What follows belongs to an exercise in optimizing a design on an open flow for small area, a short achievable clock period and few clock cycles per item; a production flow would make more cautious choices.
At most, simulation tests tie the RTL to the original design; equivalence was not proved.
For run 1, only the layout was checked, not whether the RTL still works.

==> flow/design.v <==
module muldiv_unit #(
  parameter int WIDTH  = 64,
  parameter int REG_AW = 5
) (
  input  logic              iCLK,
  input  logic              iRST,
  input  logic              iStart,
  input  logic [2:0]        iOp,
  input  logic [WIDTH-1:0]  iOperandA,
  input  logic [WIDTH-1:0]  iOperandB,
  input  logic [REG_AW-1:0] iDestReg,
  output logic              oBusy,
  output logic              oStall,
  output logic              oDone,
  output logic              oRegWrite,
  output logic [REG_AW-1:0] oWriteRegister,
  output logic [WIDTH-1:0]  oResult
);
  localparam logic [2:0] OP_MUL   = 3'd0;
  localparam logic [2:0] OP_SMULH = 3'd1;
  localparam logic [2:0] OP_UMULH = 3'd2;
  localparam logic [2:0] OP_SDIV  = 3'd3;
  localparam logic [2:0] OP_UDIV  = 3'd4;
  logic              busy_q, done_q;
  logic              ph_booth_q, ph_shift_q, ph_div_q, ph_inc_q, ph_cmp_q, ph_fin_q;
  logic [64:0]       x_q;      
  logic [63:0]       y_q;      
  logic [64:0]       d_q;      
  logic              yb_q;     
  logic [5:0]        cnt_q;    
  logic [3:0]        sh_q;     
  logic [REG_AW-1:0] wr_q;
  logic              mul_lo_q;    
  logic              umulh_c_q;   
  logic              dneg_q;      
  logic              negq_q;      
  logic              qzero_q;     
  logic              ph_div_mode_q;   
  logic              p_div_q, p_shr_q, p_zero_q;
  logic              q_d_q, q_2d_q, q_y_q, inv_q, cin_q;
  logic [66:0] p_op, q_mag, q_op, sum;
  always_comb begin
    if (p_zero_q)      p_op = '0;
    else if (p_div_q)  p_op = {x_q[64], x_q, y_q[63]};
    else if (p_shr_q)  p_op = {{10{x_q[64]}}, x_q[64:8]};
    else               p_op = {{2{x_q[64]}}, x_q};
    q_mag = ({67{q_d_q}}  & {{2{d_q[64]}}, d_q})
          | ({67{q_2d_q}} & {d_q[64], d_q, 1'b0})
          | ({67{q_y_q}}  & {3'b000, y_q});
    q_op  = q_mag ^ {67{inv_q}};
    sum   = p_op + q_op + {66'd0, cin_q};
  end
  logic        in_mul, in_div, in_sdiv, in_umulh, in_mullo, in_aneg;
  logic [64:0] ld_x, ld_d;
  logic [63:0] ld_y;
  logic [3:0]  in_n;    
  logic [7:0]  z_byte, o_byte;
  logic [7:1]  fits;    
  always_comb begin
    in_mul   = (iOp == OP_MUL) || (iOp == OP_SMULH) || (iOp == OP_UMULH);
    in_div   = (iOp == OP_SDIV) || (iOp == OP_UDIV);
    in_sdiv  = (iOp == OP_SDIV);
    in_umulh = (iOp == OP_UMULH);
    in_mullo = (iOp == OP_MUL);
    in_aneg  = in_sdiv & iOperandA[63];
    ld_x = in_mul ? 65'd0 : {1'b0, iOperandA ^ {64{in_aneg}}};
    ld_y = (in_mul & ~busy_q) ? iOperandB : 64'd0;
    ld_d = in_mul ? {~in_umulh & iOperandA[63], iOperandA}
                  : {in_sdiv & iOperandB[63], iOperandB};
    for (int j = 0; j < 8; j++) begin
      z_byte[j] = ~|iOperandB[8*j+:8];
      o_byte[j] = &iOperandB[8*j+:8];
    end
    for (int k = 1; k < 8; k++) begin
      logic z, o;
      z = ~iOperandB[8*k-1];
      o = iOperandB[8*k-1];
      for (int j = k; j < 8; j++) begin
        z = z & z_byte[j];
        o = o & o_byte[j];
      end
      fits[k] = z | o;
    end
    in_n = 4'd8;
    for (int k = 7; k >= 1; k--) if (fits[k]) in_n = 4'(k);
  end
  function automatic logic [2:0] booth(input logic y1, input logic y0, input logic yb);
    booth[0] = y0 ^ yb;
    booth[1] = (y1 & ~y0 & ~yb) | (~y1 & y0 & yb);
    booth[2] = y1 & ~(y0 & yb);
  endfunction
  logic       accept;
  logic       last_cnt, last_sh;
  logic       lt_d;       
  logic [2:0] bd_ld, bd_nx;
  assign accept   = iStart & ~busy_q;
  assign last_cnt = (cnt_q == 6'd0);
  assign last_sh  = (sh_q == 4'd1);
  assign lt_d     = sum[66];
  assign bd_ld    = booth(iOperandB[1], iOperandB[0], 1'b0);
  assign bd_nx    = booth(y_q[3], y_q[2], y_q[1]);
  always_ff @(posedge iCLK or posedge iRST) begin
    if (iRST) begin
      busy_q     <= 1'b0;
      done_q     <= 1'b0;
      ph_booth_q <= 1'b0;
      ph_shift_q <= 1'b0;
      ph_div_q   <= 1'b0;
      ph_inc_q   <= 1'b0;
      ph_cmp_q   <= 1'b0;
      ph_fin_q   <= 1'b0;
    end else begin
      done_q     <= 1'b0;
      ph_booth_q <= 1'b0;
      ph_shift_q <= 1'b0;
      ph_div_q   <= 1'b0;
      ph_inc_q   <= 1'b0;
      ph_cmp_q   <= 1'b0;
      ph_fin_q   <= 1'b0;
      if (!busy_q) begin
        if (iStart) begin
          busy_q <= 1'b1;
          if (in_mul)       ph_booth_q <= 1'b1;
          else if (in_aneg) ph_inc_q   <= 1'b1;
          else              ph_cmp_q   <= 1'b1;
        end
      end else begin
        unique case (1'b1)
          ph_booth_q: begin
            if (!last_cnt)                 ph_booth_q <= 1'b1;
            else if (sh_q != 4'd0)         ph_shift_q <= 1'b1;
            else if (mul_lo_q | umulh_c_q) ph_fin_q   <= 1'b1;
            else begin busy_q <= 1'b0; done_q <= 1'b1; end
          end
          ph_shift_q: begin
            if (ph_div_mode_q) begin
              if (lt_d) ph_div_q   <= 1'b1;
              else      ph_shift_q <= 1'b1;
            end else if (!last_sh)             ph_shift_q <= 1'b1;
            else if (mul_lo_q | umulh_c_q)     ph_fin_q   <= 1'b1;
            else begin busy_q <= 1'b0; done_q <= 1'b1; end
          end
          ph_div_q: begin
            if (!last_cnt) ph_div_q <= 1'b1;
            else           ph_fin_q <= 1'b1;
          end
          ph_inc_q: ph_cmp_q <= 1'b1;
          ph_cmp_q: begin
            if (lt_d | qzero_q) ph_fin_q   <= 1'b1;
            else                ph_shift_q <= 1'b1;
          end
          ph_fin_q: begin
            busy_q <= 1'b0;
            done_q <= 1'b1;
          end
          default: begin
            busy_q <= 1'b0;
          end
        endcase
      end
    end
  end
  always_ff @(posedge iCLK) begin
    unique case (1'b1)
      !busy_q:                        x_q <= ld_x;
      ph_booth_q:                     x_q <= sum[66:2];
      ph_shift_q:                     x_q <= {{8{x_q[64]}}, x_q[64:8]};
      ph_cmp_q:                       x_q <= x_q;
      default:                        x_q <= sum[64:0];   
    endcase
    unique case (1'b1)
      !busy_q | ph_inc_q | ph_cmp_q:  y_q <= ld_y;
      ph_booth_q:                     y_q <= {sum[1:0], y_q[63:2]};
      ph_shift_q:                     y_q <= {x_q[7:0], y_q[63:8]};
      default:                        y_q <= {y_q[62:0], ~sum[66]};
    endcase
    yb_q <= busy_q ? y_q[1] : 1'b0;
    if (!busy_q) begin
      d_q       <= ld_d;
      wr_q      <= iDestReg;
      mul_lo_q  <= in_mullo;
      umulh_c_q <= in_umulh & iOperandB[63];
      dneg_q    <= in_sdiv & iOperandB[63];
      negq_q    <= in_sdiv & (iOperandA[63] ^ iOperandB[63]);
      qzero_q   <= ~in_div | (iOperandB == 64'd0);
      ph_div_mode_q <= ~in_mul;
    end
    if (!busy_q) begin
      cnt_q <= {in_n[3:0], 2'b11} - 6'd4;    
      sh_q  <= 4'd8 - in_n;
    end else if (ph_booth_q | ph_div_q) begin
      cnt_q <= cnt_q - 6'd1;
    end else if (ph_shift_q) begin
      sh_q <= sh_q - 4'd1;
      if (ph_div_mode_q) cnt_q <= cnt_q + 6'd8;
    end else if (ph_cmp_q) begin
      cnt_q <= 6'h3f;    
    end
    p_div_q  <= 1'b0;
    p_shr_q  <= 1'b0;
    p_zero_q <= 1'b0;
    q_d_q    <= 1'b0;
    q_2d_q   <= 1'b0;
    q_y_q    <= 1'b0;
    inv_q    <= 1'b0;
    cin_q    <= 1'b0;
    if (!busy_q) begin
      if (in_mul) begin
        q_d_q  <= bd_ld[0];
        q_2d_q <= bd_ld[1];
        inv_q  <= bd_ld[2];
        cin_q  <= bd_ld[2];
      end else if (in_aneg) begin
        cin_q <= 1'b1;
      end else begin
        q_d_q <= 1'b1;
        inv_q <= ~(in_sdiv & iOperandB[63]);
        cin_q <= ~(in_sdiv & iOperandB[63]);
      end
    end else begin
      unique case (1'b1)
        ph_booth_q: begin
          if (!last_cnt) begin
            q_d_q  <= bd_nx[0];
            q_2d_q <= bd_nx[1];
            inv_q  <= bd_nx[2];
            cin_q  <= bd_nx[2];
          end else if (sh_q == 4'd0) begin
            if (ph_div_mode_q) begin
              p_zero_q <= 1'b1;
              q_y_q    <= 1'b1;
              inv_q    <= negq_q;
              cin_q    <= negq_q;
            end else if (mul_lo_q) begin
              p_zero_q <= 1'b1;
              q_y_q    <= 1'b1;
            end else begin
              q_d_q    <= 1'b1;
            end
          end
        end
        ph_shift_q: begin
          if (ph_div_mode_q) begin
            if (lt_d) begin
              p_div_q <= 1'b1;
              q_d_q   <= 1'b1;
              inv_q   <= ~dneg_q;
              cin_q   <= ~dneg_q;
            end else begin
              p_shr_q <= 1'b1;
              q_d_q   <= 1'b1;
              inv_q   <= ~dneg_q;
              cin_q   <= ~dneg_q;
            end
          end else if (last_sh) begin
            if (ph_div_mode_q) begin
              p_zero_q <= 1'b1;
              q_y_q    <= 1'b1;
              inv_q    <= negq_q;
              cin_q    <= negq_q;
            end else if (mul_lo_q) begin
              p_zero_q <= 1'b1;
              q_y_q    <= 1'b1;
            end else begin
              q_d_q    <= 1'b1;
            end
          end
        end
        ph_div_q: begin
          if (!last_cnt) begin
            p_div_q <= 1'b1;
            q_d_q   <= 1'b1;
            inv_q   <= ~sum[66] ^ dneg_q;
            cin_q   <= ~sum[66] ^ dneg_q;
          end else begin
            if (ph_div_mode_q) begin
              p_zero_q <= 1'b1;
              q_y_q    <= 1'b1;
              inv_q    <= negq_q;
              cin_q    <= negq_q;
            end else if (mul_lo_q) begin
              p_zero_q <= 1'b1;
              q_y_q    <= 1'b1;
            end else begin
              q_d_q    <= 1'b1;
            end
          end
        end
        ph_inc_q: begin
          q_d_q <= 1'b1;
          inv_q <= ~dneg_q;
          cin_q <= ~dneg_q;
        end
        ph_cmp_q: begin
          if (lt_d | qzero_q) begin
            p_zero_q <= 1'b1;
          end else begin
            p_shr_q <= 1'b1;
            q_d_q   <= 1'b1;
            inv_q   <= ~dneg_q;
            cin_q   <= ~dneg_q;
          end
        end
        default: ;
      endcase
    end
  end
  assign oBusy          = busy_q;
  assign oStall         = iStart | busy_q;
  assign oDone          = done_q;
  assign oRegWrite      = done_q;
  assign oWriteRegister = wr_q;
  assign oResult        = x_q[63:0];
endmodule
==> flow/run.sh <==
#!/bin/bash
# synth_recipe.tcl (not shown) runs the flow's synth.tcl, then flattens the netlist and writes it again
# the make line also repeats each setting of config.mk as NAME=value (left out here)
make -C /OpenROAD-flow-scripts/flow DESIGN_CONFIG=/design/flow/config.mk WORK_HOME=/design/flow/orfs CLKGATE_MAP_FILE= SYNTH_SCRIPT=/design/flow/synth_recipe.tcl finish
==> flow/config.mk <==
export PLATFORM = sky130hd
export DESIGN_NAME = muldiv_unit
export DESIGN_NICKNAME = muldiv_unit
export VERILOG_FILES = /design/flow/design.v
export SDC_FILE = /design/flow/constraint.sdc
export NUM_CORES = 4
export LEC_CHECK = 0
export CAP_MARGIN = 20
export CORE_MARGIN = 2
export CORE_UTILIZATION = 40
export SLEW_MARGIN = 20
==> flow/constraint.sdc <==
create_clock -name core_clock -period 6.3 [get_ports {iCLK}]
set_input_delay 1.2600 -clock core_clock [delete_from_list [all_inputs] [get_ports {iCLK}]]
set_output_delay 1.2600 -clock core_clock [all_outputs]
set_load 0.01 [all_outputs]
==> out/metrics.yaml, run 1 <==
clock_sinks: 231
drive_gt1_share_pct: 4.974
drv_cap: 0
yosysUniqueCellTypes: 80
netlist.top_cell.by_area: "edfxtp_1"
io_buffers: 211
drt-initial-drc-count: 3958
end_kind: "flip-flop"
syn_inst: 2440
rsz0062_at_grt: "false"
hold_ws_ns: 0.4803
fmax_mhz: 193.5
crit_path_frequent_cell: "xnor2_1"
worstPathRequired_ns: 6.65
synth_top_cell_area_share_pct: 23.34
final_antenna_net_count: 0
worst_pin_slew_ns: 1.113
crit_slowest_cell: "dfxtp_2"
place.detailed.hpwl_mm: 62.64
overflow: 0
path_class: "reg2reg"
die_x_um: 224.4
antenna_found_initial: 2
slew_headroom_pct: 25.63
row_count: 80
drc: 0
synth_edf_count: 151
cp_max_fo: 51
drv_slew: 0
finalSetupViolations: 0
critical_path.cell_chain: "a222oi_1 -> xnor2_1 -> ha_1 -> nand4_1 -> or3_1 -> or4_1 -> a31oi_2 -> nor2_1 -> o21ai_1 -> a21boi_0 -> xnor2_1 -> a221o_1"
ys_ff_latch: 231
cp-start-kind: "flip-flop"
chipHeight_um: 224.4
area_delta_synth_final_pct: 15.19
synth_area_per_cell_sq_um: 7.961
cp_data_arrival_time_ns: 5.52
cts_tree: "built"
path_buf_inv: 0
die-area_sq_mm: 0.05034
fin_skew_ns: 0.02315
ys_seq_area_share_pct: 31.80
track_usage_pct: 32.64
numCtsBuffers: 29
clk_latency_ns: 0.60
finalWeightedCongestion: 1.022
core-area_sq_mm: 0.04785
num_vias: 20320
setup_tns_ns: 0
seqCellArea_sq_mm: 0.006201
ios: 212
grt_max_degree: 110
finalHoldViolations: 0
fin_crit_sh_pct: 82.05
multi_input_area_sq_mm: 0.01194
async_reset_ff_share_pct: 3.463
postCtsSetupBuffers: 0
cts_htree_levels: 1
cts_buffer_depth: 3
yosys_warnings: 1
first_pass_iters: 12
netlist_area_sq_mm: 0.01942
cts.repair.resized: 0
min_period_ns: 5.169
antennaDiodeCount: 0
totalWireLength_mm: 84.58
hold_buffers: 0
ys.flop_type: "edfxtp_1"
synth_nets: 2656
synthTopCellsByArea: "edfxtp_1 (23%), dfxtp_1 (7.4%), a222oi_1 (7.3%), a21oi_1 (7.2%), nand2_1 (6.7%)"
hp-class: "reg2reg"
wl_per_cell_um: 27.39
path_clk_slew_ns: 0.07
grt_pass1_wl_mm: 124.1
start_util_pct: 40.60
final_nets: 2667
routed_via_density: 6.579
cp_slowest_stage_delay_ns: 0.97
grt_pass1_vias: 18650
cts_root_buf: "clkbuf_16"
fill_cells: 4771
cp_top_family: "compound AO/OA/AOI/OAI gates"
status: "no timing/DRC/antenna violations"
[worst paths after layout]
check,end,start,slack [ns],cells past startpoint
setup / recovery,x_q[48]$_DFFE_PN_,q_2d_q$_DFF_P_,1.13,12
max in group asynchronous,ph_booth_q$_DFF_PP0_,iRST,5.09,2
hold reg to reg,done_q$_DFF_PP0_,ph_fin_q$_DFF_PP0_,0.48,2
setup reg to reg,x_q[48]$_DFFE_PN_,q_2d_q$_DFF_P_,1.13,12
min in group asynchronous,ph_cmp_q$_DFF_PP0_,iRST,0.92,2
hold / removal,done_q$_DFF_PP0_,ph_fin_q$_DFF_PP0_,0.48,2
[through the flow]
stage                     std cells  cell area, sq um  setup slack, ns  utilization (%)
after floorplan                2440             19420            1.985                -
after global placement         3033             21340            1.128            44.61
after detailed placement       3033             21340            1.094            44.61
after CTS                      3086             22340            1.355            46.69
after global routing           3088             22370           0.9557            46.76
final                          3088             22370            1.131            46.76
[area by class of cell]
type | instances | share of cell area, %
sequential | 231 | 27.71
inverter | 36 | 0.6151
clock inverter | 17 | 0.5760
multi-input combinational | 1915 | 53.34
tap | 615 | 3.439
clock buffer | 36 | 3.875
timing repair buffer | 238 | 10.44
[sequential cells by signal, summed over array words and instances (netlist names), 4 cells and up]
signal	flops
sh_q	4
x_q	65
d_q	65
y_q	64
cnt_q	6
wr_q	5
[cell usage after synthesis (13+ instances only)]
master / instances
a222oi_1: 142
a211oi_1: 16
a221o_1: 33
o211ai_1: 14
inv_1: 35
o21ai_0: 133
a31oi_1: 15
buf_4: 66
xnor2_1: 105
nor3_1: 30
o21a_1: 13
xor2_1: 26
nand4_1: 36
nor4_1: 15
nand2_1: 346
nor2_1: 301
a21o_1: 31
clkbuf_1: 158
o21bai_1: 14
edfxtp_1: 151
a21oi_1: 280
ha_1: 75
buf_1: 27
mux2i_1: 64
nand3_1: 39
nand2b_1: 24
or3_1: 15
dfxtp_1: 72
[routing by layer]
| layer | wire length [um] | share of wire [%] | track usage, % | up-vias |
|---|---|---|---|---|
| met5 | 0 | 0 | 0 | - |
| met4 | 2851 | 3.4 | 10.02 | 0 |
| met3 | 9900 | 12 | 4.964 | 140 |
| met2 | 35800 | 42 | 48.76 | 1331 |
| met1 | 36030 | 43 | 48.24 | 9729 |
| li1 | - | - | - | 9116 |
[worst register-to-register path: stages (launching register included)]
cell,delay (ns)
dfxtp_2,0.97
a222oi_1,0.32
xnor2_1,0.46
ha_1,0.43
nand4_1,0.22
or3_1,0.42
or4_1,0.55
a31oi_2,0.23
nor2_1,0.15
o21ai_1,0.43
a21boi_0,0.21
xnor2_1,0.18
a221o_1,0.35
[logic make-up (layout without fill, tap and decap cells)]
family                     Yosys count  count (layout)  synth area share (%)
AOI/OAI and AO/OA                  789             789                 28.00
xor gates and xnor gates           131             131                 5.907
adders and majority gates           77              77                 5.037
buffers and inverters              294             327                 7.002
DFF                                231             231                 31.80
muxes                               65              65                 3.356
and+or+nand+nor                    853             853                 18.91
[placed cells by master (no fill, tap or decap), types with 15 or more instances in the layout]
master           instances
a222oi_1               142
nand4_1                 36
xnor2_1                105
o21ai_0                132
a21o_1                  31
nor4_1                  15
inv_1                   33
a221o_1                 33
dfxtp_1                 65
nand2_1                343
a31oi_1                 15
a21oi_1                278
a211oi_1                16
clkdlybuf4s50_1        211
clkbuf_16               33
mux2i_1                 64
or3_1                   15
nand2b_1                24
nand3_1                 39
ha_1                    75
nor2_1                 300
xor2_1                  26
edfxtp_1               151
nor3_1                  29
buf_4                   25
==> run 2: changes to the inputs <==
--- a/flow/design.v
+++ b/flow/design.v
@@ -39,23 +39,43 @@
   logic              p_div_q, p_shr_q, p_zero_q;
   logic              q_d_q, q_2d_q, q_y_q, inv_q, cin_q;
   logic [66:0] p_op, q_mag, q_op, sum;
+  logic [67:0] sum_c;
+  logic        p_ext;   
   always_comb begin
-    if (p_zero_q)      p_op = '0;
-    else if (p_div_q)  p_op = {x_q[64], x_q, y_q[63]};
-    else if (p_shr_q)  p_op = {{10{x_q[64]}}, x_q[64:8]};
-    else               p_op = {{2{x_q[64]}}, x_q};
+    p_ext = ~(p_zero_q | p_div_q | p_shr_q);
+    p_op  = ({67{p_div_q}} & {x_q[64], x_q, y_q[63]})
+          | ({67{p_shr_q}} & {{10{x_q[64]}}, x_q[64:8]})
+          | ({67{p_ext}}   & {{2{x_q[64]}}, x_q});
     q_mag = ({67{q_d_q}}  & {{2{d_q[64]}}, d_q})
           | ({67{q_2d_q}} & {d_q[64], d_q, 1'b0})
           | ({67{q_y_q}}  & {3'b000, y_q});
     q_op  = q_mag ^ {67{inv_q}};
-    sum   = p_op + q_op + {66'd0, cin_q};
+    sum_c = {p_op, 1'b1} + {q_op, cin_q};
+    sum   = sum_c[67:1];
   end
-  logic        in_mul, in_div, in_sdiv, in_umulh, in_mullo, in_aneg;
+  logic        in_mul, in_div, in_sdiv, in_umulh, in_mullo, in_aneg, in_swap;
   logic [64:0] ld_x, ld_d;
-  logic [63:0] ld_y;
-  logic [3:0]  in_n;    
-  logic [7:0]  z_byte, o_byte;
-  logic [7:1]  fits;    
+  logic [63:0] ld_y, mplier, mcand;
+  logic [3:0]  in_n;     
+  logic [7:1]  fits_a;   
+  logic [7:1]  fits_b;   
+  function automatic logic [7:1] fits_bytes(input logic [63:0] v);
+    logic [7:0] zb, ob;
+    logic       z, o;
+    for (int j = 0; j < 8; j++) begin
+      zb[j] = ~|v[8*j+:8];
+      ob[j] = &v[8*j+:8];
+    end
+    for (int k = 1; k < 8; k++) begin
+      z = ~v[8*k-1];
+      o = v[8*k-1];
+      for (int j = k; j < 8; j++) begin
+        z = z & zb[j];
+        o = o & ob[j];
+      end
+      fits_bytes[k] = z | o;
+    end
+  endfunction
   always_comb begin
     in_mul   = (iOp == OP_MUL) || (iOp == OP_SMULH) || (iOp == OP_UMULH);
     in_div   = (iOp == OP_SDIV) || (iOp == OP_UDIV);
@@ -63,26 +83,17 @@
     in_umulh = (iOp == OP_UMULH);
     in_mullo = (iOp == OP_MUL);
     in_aneg  = in_sdiv & iOperandA[63];
+    fits_a  = fits_bytes(iOperandA);
+    fits_b  = fits_bytes(iOperandB);
+    in_swap = |(fits_a & ~fits_b);
+    mplier  = in_swap ? iOperandA : iOperandB;
+    mcand   = in_swap ? iOperandB : iOperandA;
     ld_x = in_mul ? 65'd0 : {1'b0, iOperandA ^ {64{in_aneg}}};
-    ld_y = (in_mul & ~busy_q) ? iOperandB : 64'd0;
-    ld_d = in_mul ? {~in_umulh & iOperandA[63], iOperandA}
+    ld_y = (in_mul & ~busy_q) ? mplier : 64'd0;
+    ld_d = in_mul ? {~in_umulh & mcand[63], mcand}
                   : {in_sdiv & iOperandB[63], iOperandB};
-    for (int j = 0; j < 8; j++) begin
-      z_byte[j] = ~|iOperandB[8*j+:8];
-      o_byte[j] = &iOperandB[8*j+:8];
-    end
-    for (int k = 1; k < 8; k++) begin
-      logic z, o;
-      z = ~iOperandB[8*k-1];
-      o = iOperandB[8*k-1];
-      for (int j = k; j < 8; j++) begin
-        z = z & z_byte[j];
-        o = o & o_byte[j];
-      end
-      fits[k] = z | o;
-    end
     in_n = 4'd8;
-    for (int k = 7; k >= 1; k--) if (fits[k]) in_n = 4'(k);
+    for (int k = 7; k >= 1; k--) if (in_swap ? fits_a[k] : fits_b[k]) in_n = 4'(k);
   end
   function automatic logic [2:0] booth(input logic y1, input logic y0, input logic yb);
     booth[0] = y0 ^ yb;
@@ -97,7 +108,7 @@
   assign last_cnt = (cnt_q == 6'd0);
   assign last_sh  = (sh_q == 4'd1);
   assign lt_d     = sum[66];
-  assign bd_ld    = booth(iOperandB[1], iOperandB[0], 1'b0);
+  assign bd_ld    = booth(mplier[1], mplier[0], 1'b0);
   assign bd_nx    = booth(y_q[3], y_q[2], y_q[1]);
   always_ff @(posedge iCLK or posedge iRST) begin
     if (iRST) begin
@@ -125,7 +136,7 @@
           else              ph_cmp_q   <= 1'b1;
         end
       end else begin
-        unique case (1'b1)
+        case (1'b1)
           ph_booth_q: begin
             if (!last_cnt)                 ph_booth_q <= 1'b1;
             else if (sh_q != 4'd0)         ph_shift_q <= 1'b1;
@@ -161,14 +172,14 @@
     end
   end
   always_ff @(posedge iCLK) begin
-    unique case (1'b1)
+    case (1'b1)
       !busy_q:                        x_q <= ld_x;
       ph_booth_q:                     x_q <= sum[66:2];
       ph_shift_q:                     x_q <= {{8{x_q[64]}}, x_q[64:8]};
       ph_cmp_q:                       x_q <= x_q;
       default:                        x_q <= sum[64:0];   
     endcase
-    unique case (1'b1)
+    case (1'b1)
       !busy_q | ph_inc_q | ph_cmp_q:  y_q <= ld_y;
       ph_booth_q:                     y_q <= {sum[1:0], y_q[63:2]};
       ph_shift_q:                     y_q <= {x_q[7:0], y_q[63:8]};
@@ -179,7 +190,7 @@
       d_q       <= ld_d;
       wr_q      <= iDestReg;
       mul_lo_q  <= in_mullo;
-      umulh_c_q <= in_umulh & iOperandB[63];
+      umulh_c_q <= in_umulh & mplier[63];
       dneg_q    <= in_sdiv & iOperandB[63];
       negq_q    <= in_sdiv & (iOperandA[63] ^ iOperandB[63]);
       qzero_q   <= ~in_div | (iOperandB == 64'd0);
@@ -218,7 +229,7 @@
         cin_q <= ~(in_sdiv & iOperandB[63]);
       end
     end else begin
-      unique case (1'b1)
+      case (1'b1)
         ph_booth_q: begin
           if (!last_cnt) begin
             q_d_q  <= bd_nx[0];
--- a/flow/config.mk
+++ b/flow/config.mk
@@ -7,5 +7,6 @@
 export LEC_CHECK = 0
 export CAP_MARGIN = 20
 export CORE_MARGIN = 2
-export CORE_UTILIZATION = 40
+export CORE_UTILIZATION = 65
+export SETUP_SLACK_MARGIN = 3.0
 export SLEW_MARGIN = 20
==> out/metrics.yaml, run 2 <==
io_buffers: 211  # unchanged
place_ws_ns: 0.8746  # was 1.094 ns
numCtsBuffers: 27  # was 29
synth_edf_count: 151  # unchanged
yosysUniqueCellTypes: 81  # was 80
chipHeight_um: 182.0  # was 224.4 um
yosys-top-cells-count: "a21oi_1 (222), nor2_1 (211), clkbuf_1 (168)"  # was nand2_1 (346), nor2_1 (301), a21oi_1 (280)
status: "aborted with a tool error"  # was no timing/DRC/antenna violations
start_util_pct: 65.63  # was 40.60%
syn_inst: 2437  # was 2,440
ys.flop_type: "edfxtp_1"  # unchanged
synth_area_per_cell_sq_um: 8.454  # was 7.961 sq um
cts_buffer_depth: 3  # unchanged
ios: 212  # unchanged
die_x_um: 182.0  # was 224.4 um
worstEndpointType: "sequential cell input"
synth_top_cell_area_share_pct: 22.01  # was 23.34%
synthAdderAreaFrac_pct: 4.652  # was 5.037%
async_reset_ff_share_pct: 3.463  # unchanged
row_count: 65  # was 80
cts_root_buf: "clkbuf_16"  # unchanged
finalWeightedCongestion: 1.077  # was 1.022
yosys_warnings: 1  # unchanged
cts_htree_levels: 1  # unchanged
netlist_area_sq_mm: 0.02060  # was 0.01942 sq mm
synth_most_common_cell: "a21oi_1"  # was nand2_1
haltStage: "5_1_grt"
grt_repair_worst_endpoint: "inv_q$_DFF_P_/D"
synth_top_family_by_area: "compound AO/OA/AOI/OAI gates"  # unchanged
grt_max_degree: 97
synth_mux_area_share_pct: 10.30  # was 3.356%
synthTopCellsByArea: "edfxtp_1 (22%), dfxtp_1 (7.0%), mux2i_1 (6.4%), a222oi_1 (6.2%), a21oi_1 (5.4%)"  # was edfxtp_1 (23%), dfxtp_1 (7.4%), a222oi_1 (7.3%), a21oi_1 (7.2%), nand2_1 (6.7%)
netlist.top_cell.by_area: "edfxtp_1"  # unchanged
synth-simple-area-share_pct: 13.83  # was 18.91%
stop_error: "[ERROR GRT-0228] Horizontal edge usage exceeds the maximum allowed. (1, 13) usage=65535 limit=3200"
clock_sinks: 231  # unchanged
place.detailed.hpwl_mm: 59.28  # was 62.64 mm
hold_buffers: 0  # unchanged
synth_xor_area_share_pct: 5.867  # was 5.907%
synth_compound_area_share_pct: 27.22  # was 28.00%
ys_ff_latch: 231  # unchanged
synth_nets: 2652  # was 2,656
ys_seq_area_share_pct: 29.98  # was 31.80%
[run 2: changes by cell type after synthesis, moves of 36 or more]
cell,change
nor2_1,-90
o22ai_1,+73
mux2_1,+36
a21oi_1,-58
nand2_1,-188
mux2i_1,+67
inv_1,+56
[run 2: metrics by stage]
stage / utilization (%) / instance area [sq um] / std cells
after CTS: 86.25 / 27070 / 3037
after detailed placement: 71.31 / 22390 / 2812
after global placement: 71.31 / 22390 / 2812
after floorplan: - / 21060 / 2437
[run 2: cell families after synthesis]
family                     after synthesis
adders and majority gates               76
buffers and inverters                  361
muxes                                  203
and+or+nand+nor                        606
xor gates and xnor gates               138
DFF                                    231
AOI/OAI and AO/OA                      822
[run 2: how the worst max path moves through the flow]
stage | start | to | slack [ns]
after floorplan | iOperandA[48] | sh_q[2]$_DFFE_PP_ | 1.85
after global placement | iOperandB[18] | d_q[27]$_DFFE_PN_ | 1.01
after CTS | q_d_q$_DFF_P_ | inv_q$_DFF_P_ | 2.07
after detailed placement | iOperandA[62] | d_q[19]$_DFFE_PN_ | 0.87
[run 2: repair_timing]
item | 4_1_cts
setup buffers | 155
pin swaps | 207
resized for setup | 555
setup endpoints to repair | 210
gates cloned | 20
Testbench counts of run 2, summed over its fixed seeds: cycles 49,122, ops 2,400.
==> run 3: changes to the inputs <==
--- a/flow/config.mk
+++ b/flow/config.mk
@@ -7,6 +7,6 @@
 export LEC_CHECK = 0
 export CAP_MARGIN = 20
 export CORE_MARGIN = 2
-export CORE_UTILIZATION = 65
-export SETUP_SLACK_MARGIN = 3.0
+export CORE_UTILIZATION = 40
+export SETUP_SLACK_MARGIN = 3.3
 export SLEW_MARGIN = 20
==> out/metrics.yaml, run 3 <==
setup_tns_ns: 0
drv_slew: 0
totalWireLength_mm: 97.51
drt-initial-drc-count: 4041
hold_path_depth: 1
worst_pin_slew_ns: 1.103
clock_sinks: 231  # unchanged
synth_edf_count: 151  # unchanged
ios: 212  # unchanged
final_cell_mix: "a21oi_1 (191), nor2_1 (189), buf_4 (185), edfxtp_1 (151), nand2_1 (141)"
final_antenna_net_count: 0
cts_buffer_depth: 3  # unchanged
crit_slowest_cell: "a222oi_1"
numCtsBuffers: 27  # unchanged
cp_slowest_stage_delay_ns: 0.83
core-area_sq_mm: 0.05109
end_kind: "flip-flop"
cp-start-kind: "flip-flop"
routed_via_density: 6.697
synth_nets: 2652  # unchanged
final_nets: 2901
top_regs: "d_q (65), x_q (65), y_q (64)"
async_reset_ff_share_pct: 3.463  # unchanged
r2r_slack_ns: 1.60
syn_inst: 2437  # unchanged
final_cells: 3386
min_period_ns: 4.700
netlist_area_sq_mm: 0.02060  # unchanged
die_x_um: 231.0  # was 182.0 um
row_count: 83  # was 65
cts_htree_levels: 1  # unchanged
cts_tree: "built"
grt_pass1_wl_mm: 138.3
yosys_warnings: 1  # unchanged
ys_ff_latch: 231  # unchanged
synth_most_common_cell: "a21oi_1"  # unchanged
rsz0062_at_grt: "true"
fin_skew_ns: 0.03364
synthTopCellsByArea: "edfxtp_1 (22%), dfxtp_1 (7.0%), mux2i_1 (6.4%), a222oi_1 (6.2%), a21oi_1 (5.4%)"  # unchanged
yosysUniqueCellTypes: 81  # unchanged
area_delta_synth_final_pct: 38.61
synth_area_per_cell_sq_um: 8.454  # unchanged
drive_gt1_share_pct: 28.28
hp-class: "reg2reg"
clk_latency_ns: 0.58
num_vias: 22680
worstPathRequired_ns: 6.76
netlist.top_cell.by_area: "edfxtp_1"  # unchanged
grt_max_degree: 87
mostFrequentLayoutCell: "a21oi_1"
io_buffers: 211  # unchanged
path_class: "reg2reg"
regToRegStartpoint: "q_2d_q$_DFF_P_"
wl_per_cell_um: 28.80
status: "no timing/DRC/antenna violations"  # was aborted with a tool error
finalHoldViolations: 0
cp_max_fo: 8
timing.critical_path.to: "inv_q$_DFF_P_"
ys_seq_area_share_pct: 29.98  # unchanged
r2r_end: "inv_q$_DFF_P_"
overflow: 0
fin_crit_sh_pct: 74.61
fmax_mhz: 212.8
slew_headroom_pct: 26.36
synth_top_cell_area_share_pct: 22.01  # unchanged
cts_root_buf: "clkbuf_16"  # unchanged
finalWeightedCongestion: 0.9829  # was 1.077
cp-startpoint: "q_2d_q$_DFF_P_"
path_clk_slew_ns: 0.07
yosys-top-cells-count: "a21oi_1 (222), nor2_1 (211), clkbuf_1 (168)"  # unchanged
track_usage_pct: 34.35
drc: 0
ys.flop_type: "edfxtp_1"  # unchanged
placed_cells: 3099  # was 2,812
fin_util_pct: 55.89
first_pass_iters: 9
cp_data_arrival_time_ns: 5.16
antenna_found_initial: 4
place.detailed.hpwl_mm: 66.11  # was 59.28 mm
chipHeight_um: 231.0  # was 182.0 um
finalSetupViolations: 0
drv_cap: 0
start_util_pct: 40.32  # was 65.63%
grt_pass1_vias: 20760
critical_path.cell_chain: "buf_4 -> a222oi_1 -> xnor2_1 -> ha_1 -> a21o_1 -> or4b_4 -> o221ai_2 -> o31a_1 -> o211ai_1 -> buf_4 -> a2bb2oi_4 -> a32oi_4 -> or3b_1 -> a31o_2 -> o211ai_1"
die-area_sq_mm: 0.05334
reg2reg_depth: 15
run 3: cell counts after synthesis:
No cell type changed its count.
run 3: logic make-up after synthesis:
family / count (synthesis) / synth area share (%)
flip-flops: 231 / 29.98
buffers and inverters: 361 / 8.156
AND/OR/NAND/NOR: 606 / 13.83
AO/OA/AOI/OAI: 822 / 27.22
adder cells (fa/ha/maj): 76 / 4.652
XOR/XNOR: 138 / 5.867
multiplexers: 203 / 10.30
run 3: critical path, delay by kind of cell (launching register included):
| kind | cells | cell delay (ns) |
|---|---|---|
| XOR/XNOR | 1 | 0.34 |
| AND/OR/NAND/NOR | 2 | 0.90 |
| AO/OA/AOI/OAI | 9 | 2.24 |
| flip-flops | 1 | 0.41 |
| buffers and inverters | 2 | 0.38 |
| adder cells (fa/ha/maj) | 1 | 0.31 |
run 3: how the worst min path moves through the flow:
stage / start / end / slack, ns
CTS: ph_fin_q$_DFF_PP0_ / done_q$_DFF_PP0_ / 0.46
global placement: ph_fin_q$_DFF_PP0_ / done_q$_DFF_PP0_ / 0.46
global route: ph_fin_q$_DFF_PP0_ / done_q$_DFF_PP0_ / 0.49
detailed placement: ph_fin_q$_DFF_PP0_ / done_q$_DFF_PP0_ / 0.45
finish: ph_fin_q$_DFF_PP0_ / done_q$_DFF_PP0_ / 0.47
floorplan: ph_fin_q$_DFF_PP0_ / done_q$_DFF_PP0_ / 0.44
run 3: area by class of cell:
class                   instances  area (sq um)
clock inverters                 8         51.30
diodes                          1         2.502
multi-input cells            1845         15260
flip-flops and latches        231          6205
well taps                     680         850.8
clock buffers                  40         808.3
inverters                      92         347.8
repair buffers                489          5032
fillers                      4498         22540
run 3: stage by stage:
step / setup WS (ns) / hold slack, ns / area [sq um]
after global placement: 0.7807 / 0.4553 / 22880
after detailed placement: 0.7825 / 0.4512 / 22880
after floorplan: 1.848 / 0.4356 / 21150
after CTS: 1.900 / 0.4591 / 27050
final: 1.600 / 0.4715 / 28560
after global routing: 1.659 / 0.4902 / 28550
run 3: timing repair:
item | in CTS | in global routing
pin swaps | 187 | 109
endpoints found under the hold margin | 0 | 0
hold buffers | 0 | 0
gates cloned | 16 | 2
gates resized for setup | 482 | 234
setup buffers | 157 | 63
endpoints found under the setup margin | 297 | 221
run 3: layer usage:
| metal | vias up | track usage (%) | share of wire [%] | wire length (um) |
|---|---|---|---|---|
| met5 | - | 0 | 0.026 | 25 |
| met4 | 4 | 11.17 | 4.3 | 4223 |
| li1 | 9795 | - | - | - |
| met3 | 269 | 7.448 | 12 | 11900 |
| met2 | 1654 | 52.55 | 43 | 42070 |
| met1 | 10950 | 47.94 | 40 | 39300 |
==> run 4: changes to the inputs <==
--- a/flow/design.v
+++ b/flow/design.v
@@ -86,10 +86,10 @@
     fits_a  = fits_bytes(iOperandA);
     fits_b  = fits_bytes(iOperandB);
     in_swap = |(fits_a & ~fits_b);
-    mplier  = in_swap ? iOperandA : iOperandB;
+    mplier  = (in_swap | ~in_mul) ? iOperandA : iOperandB;
     mcand   = in_swap ? iOperandB : iOperandA;
-    ld_x = in_mul ? 65'd0 : {1'b0, iOperandA ^ {64{in_aneg}}};
-    ld_y = (in_mul & ~busy_q) ? mplier : 64'd0;
+    ld_x = (in_mul | in_aneg) ? 65'd0 : {1'b0, iOperandA};
+    ld_y = ((in_mul | in_aneg) & ~busy_q) ? mplier : 64'd0;
     ld_d = in_mul ? {~in_umulh & mcand[63], mcand}
                   : {in_sdiv & iOperandB[63], iOperandB};
     in_n = 4'd8;
@@ -108,6 +108,10 @@
   assign last_cnt = (cnt_q == 6'd0);
   assign last_sh  = (sh_q == 4'd1);
   assign lt_d     = sum[66];
+  logic div_inv;    
+  logic cmp_go;     
+  assign div_inv = lt_d ^ ~dneg_q;
+  assign cmp_go  = ph_cmp_q & ~lt_d & ~qzero_q;
   assign bd_ld    = booth(mplier[1], mplier[0], 1'b0);
   assign bd_nx    = booth(y_q[3], y_q[2], y_q[1]);
   always_ff @(posedge iCLK or posedge iRST) begin
@@ -145,8 +149,8 @@
           end
           ph_shift_q: begin
             if (ph_div_mode_q) begin
-              if (lt_d) ph_div_q   <= 1'b1;
-              else      ph_shift_q <= 1'b1;
+              ph_div_q   <= lt_d;
+              ph_shift_q <= ~lt_d;
             end else if (!last_sh)             ph_shift_q <= 1'b1;
             else if (mul_lo_q | umulh_c_q)     ph_fin_q   <= 1'b1;
             else begin busy_q <= 1'b0; done_q <= 1'b1; end
@@ -157,8 +161,8 @@
           end
           ph_inc_q: ph_cmp_q <= 1'b1;
           ph_cmp_q: begin
-            if (lt_d | qzero_q) ph_fin_q   <= 1'b1;
-            else                ph_shift_q <= 1'b1;
+            ph_fin_q   <= ~cmp_go;
+            ph_shift_q <= cmp_go;
           end
           ph_fin_q: begin
             busy_q <= 1'b0;
@@ -177,7 +181,7 @@
       ph_booth_q:                     x_q <= sum[66:2];
       ph_shift_q:                     x_q <= {{8{x_q[64]}}, x_q[64:8]};
       ph_cmp_q:                       x_q <= x_q;
-      default:                        x_q <= sum[64:0];   
+      default:                        x_q <= {sum[64] & ~ph_inc_q, sum[63:0]};   
     endcase
     case (1'b1)
       !busy_q | ph_inc_q | ph_cmp_q:  y_q <= ld_y;
@@ -222,7 +226,10 @@
         inv_q  <= bd_ld[2];
         cin_q  <= bd_ld[2];
       end else if (in_aneg) begin
-        cin_q <= 1'b1;
+        p_zero_q <= 1'b1;
+        q_y_q    <= 1'b1;
+        inv_q    <= 1'b1;
+        cin_q    <= 1'b1;
       end else begin
         q_d_q <= 1'b1;
         inv_q <= ~(in_sdiv & iOperandB[63]);
@@ -252,24 +259,11 @@
         end
         ph_shift_q: begin
           if (ph_div_mode_q) begin
-            if (lt_d) begin
-              p_div_q <= 1'b1;
-              q_d_q   <= 1'b1;
-              inv_q   <= ~dneg_q;
-              cin_q   <= ~dneg_q;
-            end else begin
-              p_shr_q <= 1'b1;
-              q_d_q   <= 1'b1;
-              inv_q   <= ~dneg_q;
-              cin_q   <= ~dneg_q;
-            end
+            q_d_q   <= 1'b1;
+            inv_q   <= ~dneg_q;
+            cin_q   <= ~dneg_q;
           end else if (last_sh) begin
-            if (ph_div_mode_q) begin
-              p_zero_q <= 1'b1;
-              q_y_q    <= 1'b1;
-              inv_q    <= negq_q;
-              cin_q    <= negq_q;
-            end else if (mul_lo_q) begin
+            if (mul_lo_q) begin
               p_zero_q <= 1'b1;
               q_y_q    <= 1'b1;
             end else begin
@@ -281,20 +275,13 @@
           if (!last_cnt) begin
             p_div_q <= 1'b1;
             q_d_q   <= 1'b1;
-            inv_q   <= ~sum[66] ^ dneg_q;
-            cin_q   <= ~sum[66] ^ dneg_q;
+            inv_q   <= div_inv;
+            cin_q   <= div_inv;
           end else begin
-            if (ph_div_mode_q) begin
-              p_zero_q <= 1'b1;
-              q_y_q    <= 1'b1;
-              inv_q    <= negq_q;
-              cin_q    <= negq_q;
-            end else if (mul_lo_q) begin
-              p_zero_q <= 1'b1;
-              q_y_q    <= 1'b1;
-            end else begin
-              q_d_q    <= 1'b1;
-            end
+            p_zero_q <= 1'b1;
+            q_y_q    <= 1'b1;
+            inv_q    <= negq_q;
+            cin_q    <= negq_q;
           end
         end
         ph_inc_q: begin
@@ -303,17 +290,20 @@
           cin_q <= ~dneg_q;
         end
         ph_cmp_q: begin
-          if (lt_d | qzero_q) begin
-            p_zero_q <= 1'b1;
-          end else begin
-            p_shr_q <= 1'b1;
-            q_d_q   <= 1'b1;
-            inv_q   <= ~dneg_q;
-            cin_q   <= ~dneg_q;
-          end
         end
         default: ;
       endcase
+      if (cmp_go) begin
+        p_shr_q <= 1'b1;
+        q_d_q   <= 1'b1;
+        inv_q   <= ~dneg_q;
+        cin_q   <= ~dneg_q;
+      end
+      if (ph_cmp_q & ~cmp_go) p_zero_q <= 1'b1;
+      if (ph_shift_q & ph_div_mode_q) begin
+        p_div_q <= lt_d;
+        p_shr_q <= ~lt_d;
+      end
     end
   end
   assign oBusy          = busy_q;
--- a/flow/config.mk
+++ b/flow/config.mk
@@ -7,6 +7,7 @@
 export LEC_CHECK = 0
 export CAP_MARGIN = 20
 export CORE_MARGIN = 2
-export CORE_UTILIZATION = 40
-export SETUP_SLACK_MARGIN = 3.3
+export CORE_UTILIZATION = 50
+export SETUP_SLACK_MARGIN = 3.0
 export SLEW_MARGIN = 20
+export TNS_END_PERCENT = 0
==> out/metrics.yaml, run 4 <==
fin_util_pct: 61.41  # was 55.89%
yosysUniqueCellTypes: 85  # was 81
finalSetupViolations: 0  # unchanged
drv_slew: 0  # unchanged
grt_pass1_vias: 20020  # was 20,760
ys_seq_area_share_pct: 30.30  # was 29.98%
synthTopCellsByArea: "edfxtp_1 (22%), dfxtp_1 (7.0%), mux2i_1 (6.8%), a222oi_1 (6.5%), a21oi_1 (4.9%)"  # was edfxtp_1 (22%), dfxtp_1 (7.0%), mux2i_1 (6.4%), a222oi_1 (6.2%), a21oi_1 (5.4%)
area_delta_synth_final_pct: 20.65  # was 38.61%
fmax_mhz: 221.4  # was 212.8 MHz
finalWeightedCongestion: 1.026  # was 0.9829
final_cell_mix: "a21oi_1 (191), nand2_1 (171), clkdlybuf4s50_1 (156), edfxtp_1 (151), nor2_1 (147)"  # was a21oi_1 (191), nor2_1 (189), buf_4 (185), edfxtp_1 (151), nand2_1 (141)
row_count: 73  # was 83
final_nets: 2640  # was 2,901
drt-initial-drc-count: 3601  # was 4,041
setup_tns_ns: 0  # unchanged
synth_top_cell_area_share_pct: 22.32  # was 22.01%
fill_cells: 3444  # was 4,498
routed_via_density: 7.114  # was 6.697
cp_max_fo: 20  # was 8
die-area_sq_mm: 0.04226  # was 0.05334 sq mm
place_ws_ns: 0.7655  # was 0.7825 ns
rsz0062_at_grt: "true"  # unchanged
track_usage_pct: 42.46  # was 34.35%
synth_most_common_cell: "a21oi_1"  # unchanged
min_period_ns: 4.518  # was 4.700 ns
hp-class: "reg2reg"  # unchanged
overflow: 0  # unchanged
clock_sinks: 230  # was 231
finalHoldViolations: 0  # unchanged
mostFrequentLayoutCell: "a21oi_1"  # unchanged
grt_max_degree: 80  # was 87
final_antenna_net_count: 0  # unchanged
fin_crit_sh_pct: 71.71  # was 74.61%
yosys-top-cells-count: "a21oi_1 (198), nand2_1 (175), nor2_1 (152)"  # was a21oi_1 (222), nor2_1 (211), clkbuf_1 (168)
netlist_area_sq_mm: 0.02032  # was 0.02060 sq mm
met3_usage_pct: 6.779  # was 7.448%
synth_edf_count: 151  # unchanged
drc: 0  # unchanged
async_reset_ff_share_pct: 3.478  # was 3.463%
ios: 212  # unchanged
cp_data_arrival_time_ns: 4.83  # was 5.16 ns
fin_skew_ns: 0.01127  # was 0.03364 ns
netlist.top_cell.by_area: "edfxtp_1"  # unchanged
totalWireLength_mm: 91.16  # was 97.51 mm
worst_pin_slew_ns: 1.187  # was 1.103 ns
num_vias: 21160  # was 22,680
first_pass_iters: 14  # was 9
slew_headroom_pct: 20.12  # was 26.36%
clk_latency_ns: 0.60  # was 0.58 ns
syn_inst: 2317  # was 2,437
drv_cap: 0  # unchanged
drive_gt1_share_pct: 15.60  # was 28.28%
ys.flop_type: "edfxtp_1"  # unchanged
grt_pass1_wl_mm: 131.8  # was 138.3 mm
status: "no timing/DRC/antenna violations"  # unchanged
multi_input_area_sq_mm: 0.01325  # was 0.01526 sq mm
antenna_found_initial: 2  # was 4
grt_use_met2_pct: 65.07  # was 52.55%
ys_ff_latch: 230  # was 231
cts_buffer_depth: 3  # unchanged
cts_htree_levels: 1  # unchanged
busiest_layer: "met2"  # unchanged
cp-start-kind: "flip-flop"  # unchanged
end_kind: "flip-flop"  # unchanged
hold_buffers: 0  # unchanged
design_area_sq_mm: 0.02451  # was 0.02856 sq mm
io_buffers: 211  # unchanged
place.detailed.hpwl_mm: 67.05  # was 66.11 mm
placed_area_sq_mm: 0.02228  # was 0.02288 sq mm
worstPathRequired_ns: 6.62  # was 6.76 ns
start_util_pct: 50.90  # was 40.32%
synth_nets: 2531  # was 2,652
cts_root_buf: "clkbuf_16"  # unchanged
path_class: "reg2reg"  # unchanged
grtUsageMet1_pct: 53.40  # was 47.94%
core-area_sq_mm: 0.03991  # was 0.05109 sq mm
cts_tree: "built"  # unchanged
chipHeight_um: 205.6  # was 231.0 um
seqCellArea_sq_mm: 0.006188  # was 0.006205 sq mm
fin_ws_ns: 1.782  # was 1.600 ns
numCtsBuffers: 28  # was 27
wl_per_cell_um: 30.64  # was 28.80 um
hold_ws_ns: 0.4855  # was 0.4715 ns
synth_area_per_cell_sq_um: 8.768  # was 8.454 sq um
top_regs: "d_q (65), x_q (65), y_q (64)"  # unchanged
path_clk_slew_ns: 0.06  # was 0.07 ns
yosys_warnings: 1  # unchanged
die_x_um: 205.6  # was 231.0 um
==> run 4: area by class of cell <==
type                       instances  area share, %
clock buffer                      35          3.349
timing repair buffer             321          12.18
clock inverter                    17          1.021
antenna                            2        0.02042
multi-input combinational       1752          54.07
sequential                       230          25.25
inverter                          93          1.434
tap                              525          2.680
==> run 4: what timing repair did <==
item | CTS | global route
pin swaps | 76 | 50
setup endpoints to repair | 209 | 207
buffers inserted | 45 | 15
gates resized for setup | 227 | 39
==> run 4: critical path, cell delays in order, from the launching register on <==
cell and delay, ns:
dfxtp_4 0.40, buf_6 0.18, buf_6 0.18, a222oi_1 0.72, xnor2_1 0.23, ha_2 0.40, nand2_2 0.10, nor3_4 0.19
nand2_1 0.13, a211o_1 0.30, a311oi_4 0.24, buf_6 0.17, a211oi_4 0.07, xnor2_2 0.20, a222oi_1 0.59, nand2_1 0.12
==> run 4: final timing paths <==
check                                    from                    to  slack, ns  depth (start not counted)
max                            q_2d_q$_DFF_P_     x_q[51]$_DFFE_PP_       1.78                         15
min                        ph_fin_q$_DFF_PP0_      done_q$_DFF_PP0_       0.49                          2
min reg2reg                ph_fin_q$_DFF_PP0_      done_q$_DFF_PP0_       0.49                          2
min in group asynchronous                iRST    ph_cmp_q$_DFF_PP0_       0.91                          2
max in group asynchronous                iRST  ph_shift_q$_DFF_PP0_       5.13                          2
max reg2reg                    q_2d_q$_DFF_P_     x_q[51]$_DFFE_PP_       1.78                         15
==> run 4: metal layers <==
metal  routed length, um  vias up
li1                    -     9143
met1               33480    10110
met2               39670     1595
met3                9766      321
met4                8238        0
met5                   0        -
==> run 4: logic make-up after synthesis <==
logic type	after synthesis	share of synthesized area, %
flip-flops	230	30.30
multiplexers	206	11.39
adder cells (fa/ha/maj)	75	4.619
XOR/XNOR	136	5.863
buffers and inverters	335	8.000
AND/OR/NAND/NOR	581	13.91
AO/OA/AOI/OAI	754	25.92
==> run 4: stage by stage <==
step | cells
after CTS | 2958
after global placement | 2861
after detailed placement | 2861
after global routing | 2974
final | 2975
after floorplan | 2317
Testbench counts of run 4, summed over its fixed seeds: cycles 49,122, ops 2,400.
==> run 5: changes to the inputs <==
==> flow/flow/run.sh (new file) <==
#!/bin/bash
# The standard layout (the standard.sh, standard synthesis included), with the
# port buffers that placement inserts on every input and output made of
# sky130_fd_sc_hd__buf_2 instead of the delay cell the resizer picks by default.
set -euo pipefail
bash standard.sh "BUFFER_PORTS_ARGS=-buffer_cell sky130_fd_sc_hd__buf_2" finish > standard_flow.log 2>&1
==> flow/standard.sh (new file) <==
#!/bin/bash
# synth_recipe.tcl (not shown) runs the flow's synth.tcl, then flattens the netlist and writes it again
# the make line also repeats each setting of config.mk as NAME=value (left out here)
make -C /OpenROAD-flow-scripts/flow DESIGN_CONFIG=/design/flow/config.mk WORK_HOME=/design/flow/orfs CLKGATE_MAP_FILE= SYNTH_SCRIPT=/design/flow/synth_recipe.tcl "${@:-finish}"
removed: flow/run.sh
==> out/metrics.yaml, run 5 <==
status: "no timing/DRC/antenna violations"  # unchanged
final_antenna_net_count: 0  # unchanged
die_x_um: 205.6  # unchanged
min-delay-start: "ph_fin_q$_DFF_PP0_"  # unchanged
syn_inst: 2317  # unchanged
fmax_mhz: 225.4  # was 221.4 MHz
grt_max_degree: 83  # was 80
synth_top_cell_area_share_pct: 22.32  # unchanged
worst_pin_slew_ns: 1.060  # was 1.187 ns
netlist_area_sq_mm: 0.02032  # unchanged
num_vias: 20610  # was 21,160
finalWeightedCongestion: 1.040  # was 1.026
place.detailed.hpwl_mm: 65.45  # was 67.05 mm
mostFrequentLayoutCell: "buf_2"  # was a21oi_1
synth_nets: 2531  # unchanged
regToRegStartpoint: "q_y_q$_DFF_P_"  # was q_2d_q$_DFF_P_
cp-startpoint: "q_y_q$_DFF_P_"  # was q_2d_q$_DFF_P_
ys.flop_type: "edfxtp_1"  # unchanged
worstPathRequired_ns: 6.67  # was 6.62 ns
yosys-top-cells-count: "a21oi_1 (198), nand2_1 (175), nor2_1 (152)"  # unchanged
numCtsBuffers: 29  # was 28
area_delta_synth_final_pct: 11.63  # was 20.65%
r2r_slack_ns: 1.86  # was 1.78 ns
totalWireLength_mm: 87.30  # was 91.16 mm
cp-start-kind: "flip-flop"  # unchanged
drive_gt1_share_pct: 19.50  # was 15.60%
overflow: 0  # unchanged
min_period_ns: 4.437  # was 4.518 ns
io_buffers: 211  # unchanged
track_usage_pct: 40.24  # was 42.46%
cts_htree_levels: 1  # unchanged
start_util_pct: 50.90  # unchanged
clock_sinks: 230  # unchanged
first_pass_iters: 12  # was 14
synth_edf_count: 151  # unchanged
hp-class: "reg2reg"  # unchanged
drc: 0  # unchanged
yosys_warnings: 1  # unchanged
netlist.top_cell.by_area: "edfxtp_1"  # unchanged
cts_tree: "built"  # unchanged
final_cell_mix: "buf_2 (201), a21oi_1 (195), nand2_1 (174), edfxtp_1 (151), nor2_1 (148)"  # was a21oi_1 (191), nand2_1 (171), clkdlybuf4s50_1 (156), edfxtp_1 (151), nor2_1 (147)
row_count: 73  # unchanged
cts_root_buf: "clkbuf_16"  # unchanged
slew_headroom_pct: 29.17  # was 20.12%
clk_latency_ns: 0.58  # was 0.60 ns
die-area_sq_mm: 0.04226  # unchanged
top_regs: "d_q (65), x_q (65), y_q (64)"  # unchanged
finalSetupViolations: 0  # unchanged
drv_cap: 0  # unchanged
wl_per_cell_um: 29.88  # was 30.64 um
grt_pass1_vias: 19190  # was 20,020
synth_most_common_cell: "a21oi_1"  # unchanged
fin_skew_ns: 0.01315  # was 0.01127 ns
ys_seq_area_share_pct: 30.30  # unchanged
ys_ff_latch: 230  # unchanged
finalHoldViolations: 0  # unchanged
fin_util_pct: 56.82  # was 61.41%
drv_slew: 0  # unchanged
antenna_found_initial: 4  # was 2
setup_tns_ns: 0  # unchanged
synthTopCellsByArea: "edfxtp_1 (22%), dfxtp_1 (7.0%), mux2i_1 (6.8%), a222oi_1 (6.5%), a21oi_1 (4.9%)"  # unchanged
async_reset_ff_share_pct: 3.478  # unchanged
chipHeight_um: 205.6  # unchanged
yosysUniqueCellTypes: 85  # unchanged
fin_crit_sh_pct: 70.43  # was 71.71%
cp_data_arrival_time_ns: 4.81  # was 4.83 ns
final_nets: 2587  # was 2,640
ios: 212  # unchanged
path_class: "reg2reg"  # unchanged
drt-initial-drc-count: 3249  # was 3,601
cts_buffer_depth: 3  # unchanged
path_clk_slew_ns: 0.06  # about the same
grt_pass1_wl_mm: 125.6  # was 131.8 mm
cp_max_fo: 25  # was 20
synth_area_per_cell_sq_um: 8.768  # unchanged
core-area_sq_mm: 0.03991  # unchanged
routed_via_density: 7.052  # was 7.114
end_kind: "flip-flop"  # unchanged
rsz0062_at_grt: "true"  # unchanged
## run 5: cell counts after synthesis
No cell type changed its count.
## run 5: timing repair
item | CTS | global route
endpoints found under the setup margin | 209 | 209
pin swaps | 23 | 19
hold buffers | 0 | 0
setup buffers | 14 | 5
gates resized for setup | 64 | 29
## run 5: path summary, 6_finish.rpt
check,end,cells past startpoint
max in group asynchronous,ph_booth_q$_DFF_PP0_,2
max reg2reg,x_q[58]$_DFFE_PP_,16
max,x_q[58]$_DFFE_PP_,16
min in group asynchronous,ph_div_q$_DFF_PP0_,2
min reg2reg,done_q$_DFF_PP0_,2
min,done_q$_DFF_PP0_,2
## run 5: cell type report
class,count,area (sq um)
Timing Repair Buffer,267,1619
Clock inverter,14,148.9
Antenna cell,2,5.005
Inverter,93,351.6
Multi-Input combinational cell,1752,12860
Fill cell,3679,17240
Clock buffer,39,855.8
Tap cell,525,656.9
Sequential cell,230,6183
## run 5: logic make-up (layout without fill, tap and decap cells)
kind of cell    count (synthesis)  after routing  share of synthesized area, %
simple gates                  581            581                         13.91
buf+inv                       335            413                         8.000
xor+xnor                      136            136                         5.863
compound gates                754            754                         25.92
flops                         230            230                         30.30
mux                           206            206                         11.39
other cells                     0              2                             0
fa+ha+maj                      75             75                         4.619
## run 5: per-layer routing
layer	vias up	GRT usage [%]	wire length [um]
met5	-	0	23
met3	298	5.211	8746
li1	9027	-	-
met1	9913	51.74	33150
met4	4	28.67	7459
met2	1363	62.40	37930
## run 5: stage by stage
stage          instances  hold slack [ns]  setup slack (ns)  area [sq um]
6_report            2922           0.4839             1.863         22680
5_1_grt             2922           0.5215             1.770         22680
2_1_floorplan       2317           0.4408             1.787         20340
4_1_cts             2915           0.4950             1.941         22520
3_3_place_gp        2848           0.4736             1.138         21140
3_5_place_dp        2848           0.4822             1.066         21140
## run 5: worst max-delay path, stage by stage, from the launching register on
cell and delay [ns]:
dfxtp_2 0.39, buf_6 0.20, buf_6 0.18, a222oi_1 0.58, xnor2_1 0.21, ha_1 0.44, a21oi_1 0.29, o21bai_1 0.10
a21oi_1 0.20, nor2_1 0.07, a211oi_1 0.28, buf_4 0.21, o21bai_1 0.09, a21oi_2 0.26, mux2i_1 0.21, o21ai_0 0.13
a211oi_2 0.38
==> run 6: changes to the inputs <==
--- a/flow/config.mk
+++ b/flow/config.mk
@@ -8,6 +8,7 @@
 export CAP_MARGIN = 20
 export CORE_MARGIN = 2
 export CORE_UTILIZATION = 50
+export CTS_BUF_LIST = sky130_fd_sc_hd__clkbuf_4 sky130_fd_sc_hd__clkbuf_8
 export SETUP_SLACK_MARGIN = 3.0
 export SLEW_MARGIN = 20
 export TNS_END_PERCENT = 0
==> out/metrics.yaml, run 6 <==
status: "no timing/DRC/antenna violations"  # unchanged
track_usage_pct: 40.68  # was 40.24%
yosys_warnings: 1  # unchanged
num_vias: 20880  # was 20,610
cp-start-kind: "flip-flop"  # unchanged
cts_buffer_depth: 3  # unchanged
clock_sinks: 230  # unchanged
synth_most_common_cell: "a21oi_1"  # unchanged
clk_latency_ns: 0.65  # was 0.58 ns
synth_mux_area_share_pct: 11.39  # unchanged
yosys-top-cells-count: "a21oi_1 (198), nand2_1 (175), nor2_1 (152)"  # unchanged
drt-initial-drc-count: 3104  # was 3,249
synth_nets: 2531  # unchanged
drv_slew: 0  # unchanged
finalSetupViolations: 0  # unchanged
row_count: 73  # unchanged
fin_crit_sh_pct: 69.37  # was 70.43%
critical_path.cell_chain: "buf_8 -> buf_4 -> a222oi_1 -> xnor2_1 -> ha_2 -> a21oi_1 -> o21bai_1 -> a21oi_1 -> nor2_1 -> a211oi_1 -> buf_4 -> o21bai_1 -> a21oi_2 -> mux2i_1 -> o21ai_0 -> a211oi_2"  # was buf_6 -> buf_6 -> a222oi_1 -> xnor2_1 -> ha_1 -> a21oi_1 -> o21bai_1 -> a21oi_1 -> nor2_1 -> a211oi_1 -> buf_4 -> o21bai_1 -> a21oi_2 -> mux2i_1 -> o21ai_0 -> a211oi_2
synth_edf_count: 151  # unchanged
synthAdderAreaFrac_pct: 4.619  # unchanged
ys_ff_latch: 230  # unchanged
hp-class: "reg2reg"  # unchanged
async_reset_ff_share_pct: 3.478  # unchanged
final_nets: 2612  # was 2,587
drv_cap: 0  # unchanged
place_ws_ns: 1.066  # unchanged
ys.flop_type: "edfxtp_1"  # unchanged
io_buffers: 211  # unchanged
path_class: "reg2reg"  # unchanged
syn_inst: 2317  # unchanged
worstPathRequired_ns: 6.71  # was 6.67 ns
totalWireLength_mm: 88.03  # was 87.30 mm
synth-simple-area-share_pct: 13.91  # unchanged
start_util_pct: 50.90  # unchanged
cts_htree_levels: 2  # was 1
path_buf_inv: 3  # unchanged
cp_slowest_stage_delay_ns: 0.55  # was 0.58 ns
top_regs: "d_q (65), x_q (65), y_q (64)"  # unchanged
ys_seq_area_share_pct: 30.30  # unchanged
rsz0062_at_grt: "true"  # unchanged
first_pass_iters: 12  # unchanged
mostFrequentLayoutCell: "buf_2"  # unchanged
path_clk_slew_ns: 0.06  # about the same
area_delta_synth_final_pct: 13.14  # was 11.63%
cp_max_fo: 25  # unchanged
fin_ws_ns: 1.930  # was 1.863 ns
synth_compound_area_share_pct: 25.92  # unchanged
fmax_mhz: 228.8  # was 225.4 MHz
synth_top_family_by_area: "compound AO/OA/AOI/OAI gates"  # unchanged
antenna_found_initial: 5  # was 4
synthTopCellsByArea: "edfxtp_1 (22%), dfxtp_1 (7.0%), mux2i_1 (6.8%), a222oi_1 (6.5%), a21oi_1 (4.9%)"  # unchanged
finalWeightedCongestion: 1.040  # unchanged
cts_tree: "built"  # unchanged
drive_gt1_share_pct: 21.81  # was 19.50%
final_antenna_net_count: 0  # unchanged
wl_per_cell_um: 29.70  # was 29.88 um
die_x_um: 205.6  # unchanged
fin_util_pct: 57.59  # was 56.82%
worst_pin_slew_ns: 1.088  # was 1.060 ns
synth_area_per_cell_sq_um: 8.768  # unchanged
grt_pass1_wl_mm: 126.5  # was 125.6 mm
slew_headroom_pct: 27.30  # was 29.17%
grt_max_degree: 83  # unchanged
end_kind: "flip-flop"  # unchanged
run 6: changes by cell type in the layout (fill, tap and decap cells not counted), sizes merged:
cell    change
diode       +2
clkbuf     +36
clkinv      -2
buf         +6
run 6: through the flow:
stage               instance area [sq um]  std cells  hold WS [ns]
finish                              22990       2964        0.4826
global route                        22980       2963        0.5217
CTS                                 22710       2952        0.4956
detailed placement                  21140       2848        0.4822
global placement                    21140       2848        0.4736
floorplan                           20340       2317        0.4408
run 6: worst paths after layout:
kind                                     from              endpoint  slack, ns  cells after the start
min reg2reg                ph_fin_q$_DFF_PP0_      done_q$_DFF_PP0_       0.48                      2
max in group asynchronous                iRST  ph_booth_q$_DFF_PP0_       5.46                      2
min in group asynchronous                iRST      done_q$_DFF_PP0_       0.56                      2
max reg2reg                     q_y_q$_DFF_P_     x_q[58]$_DFFE_PP_       1.93                     16
min                        ph_fin_q$_DFF_PP0_      done_q$_DFF_PP0_       0.48                      2
max                             q_y_q$_DFF_P_     x_q[58]$_DFFE_PP_       1.93                     16
run 6: cell type report:
cell class / instances / area (sq um) / area share, %
clock inverter: 12 / 146.4 / 0.6369
clock buffer: 73 / 910.9 / 3.963
antenna: 4 / 10.01 / 0.04355
sequential: 230 / 6186 / 26.91
tap: 525 / 656.9 / 2.858
inverter: 93 / 351.6 / 1.530
multi-input combinational: 1752 / 12980 / 56.47
timing repair buffer: 275 / 1744 / 7.588
run 6: what timing repair did:
item | CTS | global route
pin swaps | 30 | 22
cloned | 0 | 1
setup buffers | 19 | 7
setup endpoints to repair | 209 | 207
hold buffers | 0 | 0
gates resized for setup | 87 | 39
run 6: cell families after synthesis:
group,after synthesis
fa+ha+maj,75
flops,230
buf+inv,335
compound gates,754
xor+xnor,136
mux,206
simple gates,581
run 6: layer usage:
metal | up-vias | global-route usage (%) | wire length, um
met5 | - | 0 | 9
met4 | 2 | 31.63 | 7904
met1 | 10040 | 52.43 | 34010
met2 | 1442 | 61.64 | 37470
li1 | 9092 | - | -
met3 | 300 | 5.353 | 8636
run 6: tightest hold or removal path, stage by stage, from the launching register on:
cell and delay (ns):
dfrtp_1 0.32, nor3_1 0.04, nor2_1 0.08

==> afterwards: timing with drivers on the ports <==
In the flow no input, the clock included, has a driving cell. The finished layouts below were timed again as built, in two steps. Step 1 sets driving cells, clkbuf_16 on the clock port and buf_2 on the other inputs (assumed; they add their load-dependent delay and slew). Step 2 moves the port delays by t, midway between the first and last clock arrival at a register: inputs arrive t later, outputs are due t later. That takes back most of the time a late clock gives input paths. a / b / c = ideal ports / drivers / drivers and shift; a / b = the first two.
| run | t, ns | setup slack, ns | slew at the worst register clock pin (ns) |
|---|---|---|---|
| run 1 | 0.639 | 1.131 / 1.131 / 1.057 | 0.07 / 0.07 |
| run 3 | 0.617 | 1.600 / 1.600 / 1.478 | 0.07 / 0.07 |
| run 4 | 0.657 | 1.782 / 1.782 / 1.276 | 0.07 / 0.07 |
| run 5 | 0.635 | 1.863 / 1.863 / 1.298 | 0.07 / 0.07 |
| run 6 | 0.684 | 1.930 / 1.930 / 1.287 | 0.06 / 0.06 |
After both steps setup and hold are still met in every run listed. For run 6, which loses most, drivers alone change the setup slack by 0.000 ns; drivers and shift together by -0.643 ns.
